Source: an optimization exercise on an open RTL-to-GDS flow (aim: small area, a short achievable clock period and few clock cycles per item). Production flows keep margins and buffers that such runs may drop. Only simulation tests tie the RTL to the original design; equivalence was not proved. Power is estimated from default activity; no workload was simulated.

## indigo
// vision_approach_steering
module vision_approach_steering (
   input  logic                          clock,
   input  logic                          reset,
   input  logic                          req_valid,
   output logic                          req_stall,
   input  logic [34:0]                   req_data,
   output logic                          rsp_valid,
   input  logic                          rsp_stall,
   output logic [39:0]                   rsp_data,
   input  logic                          csr_valid,
   output logic                          csr_ready,
   input  logic [2:0]                    csr_index,
   input  logic [15:0]                   csr_wdata
);
   logic [14:0] speed_gain_ff, close_threshold_ff, search_floor_ff, search_decay_ff;
   logic [15:0] turn_gain_ff;
   logic        turn_neg;
   logic [23:0] tg_b, dc_b;
   logic [7:0]  tg_neg;
   assign csr_ready = 1'b1;
   always_ff @(posedge clock) begin
      if (reset) begin
         speed_gain_ff      <= RST_SPEED_GAIN;
         close_threshold_ff <= RST_CLOSE_THRESHOLD;
  ...
Size in the first run: about 2,900 cells after synthesis, roughly 0.029 mm2 of cells after synthesis.
clock: 11.0 ns
lec_check: 0
cap_margin: 20
core_margin: 2
core_utilization: 65
slew_margin: 20
standard.sh (not shown) runs the stock make flow with config.mk's settings and CLKGATE_MAP_FILE= SYNTH_SCRIPT=/design/flow/synth_recipe.tcl, a recipe that flattens the netlist after the stock synthesis.
==> flow/flow/run.sh <==
#!/bin/bash
set -uo pipefail
bash standard.sh SETUP_SLACK_MARGIN=7.0 finish > standard.log 2>&1
status=$?
tail -n 40 standard.log
exit $status
Testbench counts of indigo, summed over its fixed seeds: cycles 4,986, items 4,800.
The following lists how quartz was set up differently from indigo:
Settings: CORE_UTILIZATION now 50, was 65.
Notes after the runs:
Measured against indigo, the non-clock buffer count of quartz comes out at 1.17 times the reference value. Measured against each other, quartz and indigo differ in total power after layout, the higher figure coming from quartz. Between quartz and indigo, it is quartz whose worst relative slew slack is higher, by 4.3 points. Post-route minimum period (quartz over indigo): decrease, 0.078 ns. Of the two values seen for cell type of the slowest stage on the worst timing path, sky130_fd_sc_hd__fa_1 was produced by quartz and sky130_fd_sc_hd__edfxtp_1 by indigo. quartz finished every stage and its layout cleared the timing, DRC and antenna checks. Run comparison: indigo termination of the worst setup path b_s[20]$_DFFE_PN_; quartz termination of the worst setup path d_s[17]$_DFFE_PN_.
What tundra does differently from quartz at the input level:
Settings: CTS_BUF_LIST: unset -> sky130_fd_sc_hd__clkbuf_8; CTS_CLUSTER_DIAMETER: unset -> 40; CTS_CLUSTER_SIZE: unset -> 16.
[summary]
Against quartz as the reference, tundra delivers a higher via count.
The post-route worst hold slack of tundra and that of quartz are within noise of each other.
Delta(reg-to-reg setup timing slack, tundra - quartz) > 0
Between tundra and quartz, it is tundra whose met2 layer usage reported by global route is lower, by 0.53 points.
Compare quartz and tundra | shortest period the worst path allows higher: quartz
Looking at fraction of met1 tracks used by global routing across quartz and tundra, the one that comes out higher is quartz.
Looking at quartz and tundra, the fraction of the cycle the final worst path needs is a wash.
Clock power share ended up 0.7 points lower on tundra than on quartz.
[compare] base=quartz new=tundra: global routing usage summed across all routing layers neither gained nor lost much; maximum achievable frequency flat.
diff inputs: tundra => zinc
Settings: CORE_UTILIZATION now 65, was 50; CTS_CLUSTER_SIZE no longer set, was 16; CTS_BUF_LIST no longer set, was sky130_fd_sc_hd__clkbuf_8; CTS_CLUSTER_DIAMETER no longer set, was 40; SLEW_MARGIN now 10, was 20; CAP_MARGIN now 10, was 20.
==> run summary <==
- zinc: done, clean on timing, DRC and antenna
- The core of zinc is more densely filled than that of tundra.
- Diff tundra -> zinc | row count | down by more than 10%
- zinc: routed wire length is 2600 um lower than what tundra reported.
- Diff tundra -> zinc | final cell count | down by a few percent
- Diff tundra -> zinc: final-stage net count now smaller, number of signal-net buffers in the layout decreased 7.8%.
- Start point of the critical path: req_data[9] -> tundra, r0_rec[17]$_DFFE_PP_ -> zinc
- Re global-route wire length before repair: tundra and zinc aren't equal, and the lower value belongs to zinc.

* * *

vision_approach_steering, a different RTL version from the one above (not shown whole).
Size: about 410 flip-flops, about 100 I/O pins, ~30000 um^2 of cells after synthesis.
clock: 11.0 ns
lec_check: 0
cap_margin: 20
core_margin: 2
core_utilization: 60
setup_slack_margin: 5
slew_margin: 20
run.sh (not shown) runs the stock make flow with config.mk's settings and CLKGATE_MAP_FILE= SYNTH_SCRIPT=/design/flow/synth_recipe.tcl, a recipe that flattens the netlist after the stock synthesis.
Stock flow here: none of the scripts above is used.
The first run completed with no timing, DRC or antenna violations.
Testbench counts at the start, summed over its fixed seeds: cycles 4,986, items 4,800.
Next try:
==> flow/flow/run.sh (new file) <==
#!/bin/bash
set -uo pipefail
bash standard.sh SETUP_SLACK_MARGIN=7.0 finish > standard.log 2>&1
status=$?
tail -n 40 standard.log
exit $status
==> flow/standard.sh (new file) <==
#!/bin/bash
# synth_recipe.tcl (not shown) runs the flow's synth.tcl, then flattens the netlist and writes it again
# the make line also repeats each setting of config.mk as NAME=value (left out here)
make -C /OpenROAD-flow-scripts/flow DESIGN_CONFIG=/design/flow/config.mk WORK_HOME=/design/flow/orfs CLKGATE_MAP_FILE= SYNTH_SCRIPT=/design/flow/synth_recipe.tcl "${@:-finish}"
--- a/flow/config.mk
+++ b/flow/config.mk
@@ -8,5 +8,4 @@
 export CAP_MARGIN = 20
 export CORE_MARGIN = 2
-export CORE_UTILIZATION = 60
-export SETUP_SLACK_MARGIN = 5
+export CORE_UTILIZATION = 50
 export SLEW_MARGIN = 20
removed: flow/run.sh
After rerunning: Via count rises by 0.70%; die area rises by 20%; worst setup slack improves by 1.1 ns; non-clock buffer count rises by 66; register-to-register slack improves by 0.47 ns; sequential share of layout area falls by 1.3 points; sequential power is about the same; sequential cell count is unchanged.

* * *

old:
vision_approach_steering again, from the RTL that the note above started with.
export LEC_CHECK = 0
export CAP_MARGIN = 20
export CORE_MARGIN = 2
export CORE_UTILIZATION = 50
export SLEW_MARGIN = 20
create_clock -name core_clock -period 11.0 [get_ports {clock}]
standard.sh (not shown) runs the stock make flow with config.mk's settings and CLKGATE_MAP_FILE= SYNTH_SCRIPT=/design/flow/synth_recipe.tcl, a recipe that flattens the netlist after the stock synthesis.
==> flow/flow/run.sh <==
#!/bin/bash
set -uo pipefail
bash standard.sh SETUP_SLACK_MARGIN=7.6 finish > standard.log 2>&1
status=$?
tail -n 40 standard.log
exit $status
Testbench counts of old, summed over its fixed seeds: cycles 4,986, items 4,800.
[inputs] new vs old
Settings: changing CORE_UTILIZATION from 50 to 60; setting SETUP_SLACK_MARGIN to 5 for the first time; setting ABC_CLOCK_PERIOD_IN_PS to 3500 for the first time.
==> flow/run.sh (new file) <==
#!/bin/bash
# synth_recipe.tcl (not shown) runs the flow's synth.tcl, then flattens the netlist and writes it again
# the make line also repeats each setting of config.mk as NAME=value (left out here)
make -C /OpenROAD-flow-scripts/flow DESIGN_CONFIG=/design/flow/config.mk WORK_HOME=/design/flow/orfs CLKGATE_MAP_FILE= SYNTH_SCRIPT=/design/flow/synth_recipe.tcl finish
removed: flow/flow/run.sh
removed: flow/standard.sh
## What came out
- Summary: design internal power, new better than old
- On final wirelength, the lower figure sits with new, not old.
- new against old: transition at the pin with the smallest max-transition slack higher, worst setup slack saw a decrease.
- Between old and new, the difference in total of hold buffers inserted after clock tree synthesis is negligible.

-- separate check: timing with driven ports --
The results above use ideal ports. As a check the final layouts listed here were re-extracted and re-timed, cells and wires unchanged.
Step 1: set_driving_cell puts a clkbuf_16 on clock and a buf_2 on each other input, an assumption about the parent block.
Step 2 moves the port delays by t, midway between the first and last clock arrival at a register: inputs arrive t later, outputs are due t later. That takes back most of the time a late clock gives input paths.
Slacks: no drivers / after step 1 / after step 2; pairs: no drivers / after step 1.
| run | t (ns) | setup WS [ns] | worst setup path at the end | slew at the worst register clock pin (ns) |
|---|---|---|---|---|
| indigo | 0.643 | 6.972 / 6.972 / 6.465 | input to register | 0.07 / 0.07 |
| quartz | 0.643 | 7.050 / 7.050 / 6.495 | input to register | 0.06 / 0.06 |
| tundra | 0.695 | 7.056 / 7.074 / 6.390 | input to register | 0.09 / 0.09 |
| zinc | 0.635 | 6.977 / 6.977 / 6.445 | input to register | 0.07 / 0.07 |
| the first run of note 2 | 0.635 | 5.477 / 5.511 / 4.875 | input to register | 0.06 / 0.06 |
| the second run of note 2 | 0.645 | 6.540 / 6.568 / 5.923 | input to register | 0.06 / 0.06 |
| old | 0.659 | 6.524 / 6.544 / 5.884 | input to register | 0.06 / 0.06 |
| new | 0.635 | 5.477 / 5.511 / 4.875 | input to register | 0.06 / 0.06 |
After both steps setup and hold are still met in every run listed. The setup slack of tundra, which loses most, moves by +0.018 ns with the drivers and by -0.666 ns with both steps.
